What follows belongs to an exercise in optimizing a design on an open flow for small area, a short achievable clock period and few clock cycles per item; a production flow would make more cautious choices.
Function was checked by simulation only, so behaviour that the tests miss may differ from the original.
Power is estimated from default activity; no workload was simulated.

Setup of red:
==> flow/design.v (excerpt) <==
module quantized_matvec_accumulator (
   input  logic                             clock,
   input  logic                             reset,
   input  logic                             req_valid,
   output logic                             req_ready,
   input  logic signed [15:0]               req_activation,
   input  logic [15:0]                      req_weight_word,
   input  logic signed [15:0]               req_weight_scale,
   output logic                             rsp_valid,
   input  logic                             rsp_ready,
   output logic signed [31:0]               rsp_dot_result,
   output logic [19:0]                      rsp_result_index,
   output logic [12:0]                      rsp_weight_row,
   output logic                             rsp_saturated,
   output logic                             rsp_job_done,
   input  logic                             csr_we,
   input  logic [2:0]                       csr_index,
   input  logic [12:0]                      csr_wdata
);
Size: ~2700 cells after synthesis, roughly 360 flip-flops, about 140 I/O pins, roughly 26000 µm² of cells after synthesis.
==> flow/config.mk <==
export PLATFORM = sky130hd
export DESIGN_NAME = quantized_matvec_accumulator
export DESIGN_NICKNAME = quantized_matvec_accumulator
export VERILOG_FILES = /design/flow/design.v
export SDC_FILE = /design/flow/constraint.sdc
export NUM_CORES = 4
export LEC_CHECK = 0
export CAP_MARGIN = 20
export CORE_MARGIN = 2
export CORE_UTILIZATION = 40
export SLEW_MARGIN = 20
==> flow/constraint.sdc <==
create_clock -name core_clock -period 11.5 [get_ports {clock}]
set_input_delay 2.3000 -clock core_clock [delete_from_list [all_inputs] [get_ports {clock}]]
set_output_delay 2.3000 -clock core_clock [all_outputs]
set_load 0.01 [all_outputs]
standard.sh (not shown) runs the stock make flow with config.mk's settings and CLKGATE_MAP_FILE= SYNTH_SCRIPT=/design/flow/synth_recipe.tcl, a recipe that flattens the netlist after the stock synthesis.
==> flow/flow/run.sh <==
#!/bin/bash
# The standard layout (the standard.sh: standard synthesis, then ORFS floorplan to
# finish), with timing repair asked to leave 7.5 ns of setup slack at the 11.5 ns clock,
# so that it sizes and buffers the paths above 4 ns as well. The clock, constraints and
# everything else are the standard flow's.
set -euo pipefail
export SETUP_SLACK_MARGIN=7.5
bash standard.sh finish > standard_flow.log 2>&1
Testbench counts of red, summed over its fixed seeds: cycles 27,508, elements 25,630.
Here is what was changed in the inputs of blue compared with red.
# red
export LEC_CHECK = 0
export CAP_MARGIN = 20
export CORE_MARGIN = 2
export CORE_UTILIZATION = 40
export SLEW_MARGIN = 20
create_clock -name core_clock -period 11.5 [get_ports {clock}]
# blue
export LEC_CHECK = 0
export CAP_MARGIN = 20
export CORE_MARGIN = 2
export CORE_UTILIZATION = 40
export CTS_BUF_LIST = sky130_fd_sc_hd__clkbuf_4
export SLEW_MARGIN = 20
create_clock -name core_clock -period 11.5 [get_ports {clock}]
--- outcome ---
blue ended up with u_csr.nrm1_ff[2] as its end point of the critical path; red ended up with rsp_result_index[11]. Cmp blue vs red: sequential share of layout area higher in blue. On via count: blue sits above red. Number of hold violations in the final report came out exactly the same in blue and red. Area: blue vs red -> blue smaller. [compare] base=red new=blue: highest attainable clock frequency climbed 1.0%, share of the final layout cell area in multi-input gates went up. Comparing the two runs side by side, blue comes out behind red on first-pass GRT wire length. Compared with red, blue shows total power that has gone down by a few percent. Relative to red, power density over cell area has decreased by 2.6% in blue.
Inputs modified between blue and green:
# blue
export LEC_CHECK = 0
export CAP_MARGIN = 20
export CORE_MARGIN = 2
export CORE_UTILIZATION = 40
export CTS_BUF_LIST = sky130_fd_sc_hd__clkbuf_4
export SLEW_MARGIN = 20
create_clock -name core_clock -period 11.5 [get_ports {clock}]
# green
export LEC_CHECK = 0
export CAP_MARGIN = 20
export CORE_MARGIN = 2
export CORE_UTILIZATION = 40
export SLEW_MARGIN = 20
create_clock -name core_clock -period 11.5 [get_ports {clock}]
==> flow/flow/run.sh <==
#!/bin/bash
# The standard layout (the standard.sh: standard synthesis, then ORFS floorplan to
# finish) with two changes to how it is made:
#  - timing repair is asked to leave 7.8 ns of setup slack at the 11.5 ns clock, so that
#    it sizes and buffers the paths above 3.7 ns as well;
#  - the port buffers that placement inserts (one on every input and output, as in the
#    standard flow) are sky130_fd_sc_hd__buf_1 cells.
# The clock, constraints and everything else are the standard flow's.
set -euo pipefail
export SETUP_SLACK_MARGIN=7.8
export BUFFER_PORTS_ARGS="-buffer_cell sky130_fd_sc_hd__buf_1"
bash standard.sh finish > standard_flow.log 2>&1
==> run notes <==
Number of fill cells: green lower than blue
Per the comparison of green with blue, routed wire length on met3 fell about 14%, fraction of final layout cells with drive strength greater than 1 fell 1.5 points, x dimension of the die about even.

-- port drivers added, routing unchanged --
No port has a modelled driver above. Below, the same layouts with a new extraction and two added sets of constraints. Step 1: set_driving_cell puts a clkbuf_16 on clock and a buf_2 on each other input, an assumption about the parent block. Step 2 times the ports against the registers' clock, not the clock port: input delays grow and output delays shrink by t, the midpoint of the rising clock arrivals with the driver on. Three values: ideal, step 1, step 2; two values: the first two.
| run | shift t [ns] | setup slack, ns | hold slack, ns |
|---|---|---|---|
| red | 0.651 | 7.565 / 7.503 / 6.965 | 0.454 / 0.454 / 0.454 |
| blue | 0.910 | 7.605 / 7.547 / 6.734 | 0.376 / 0.376 / 0.376 |
| green | 0.650 | 7.785 / 7.785 / 7.235 | 0.456 / 0.456 / 0.456 |
After both steps setup and hold are still met in every run listed. The setup slack of blue, which loses most, moves by -0.058 ns with the drivers and by -0.871 ns with both steps.
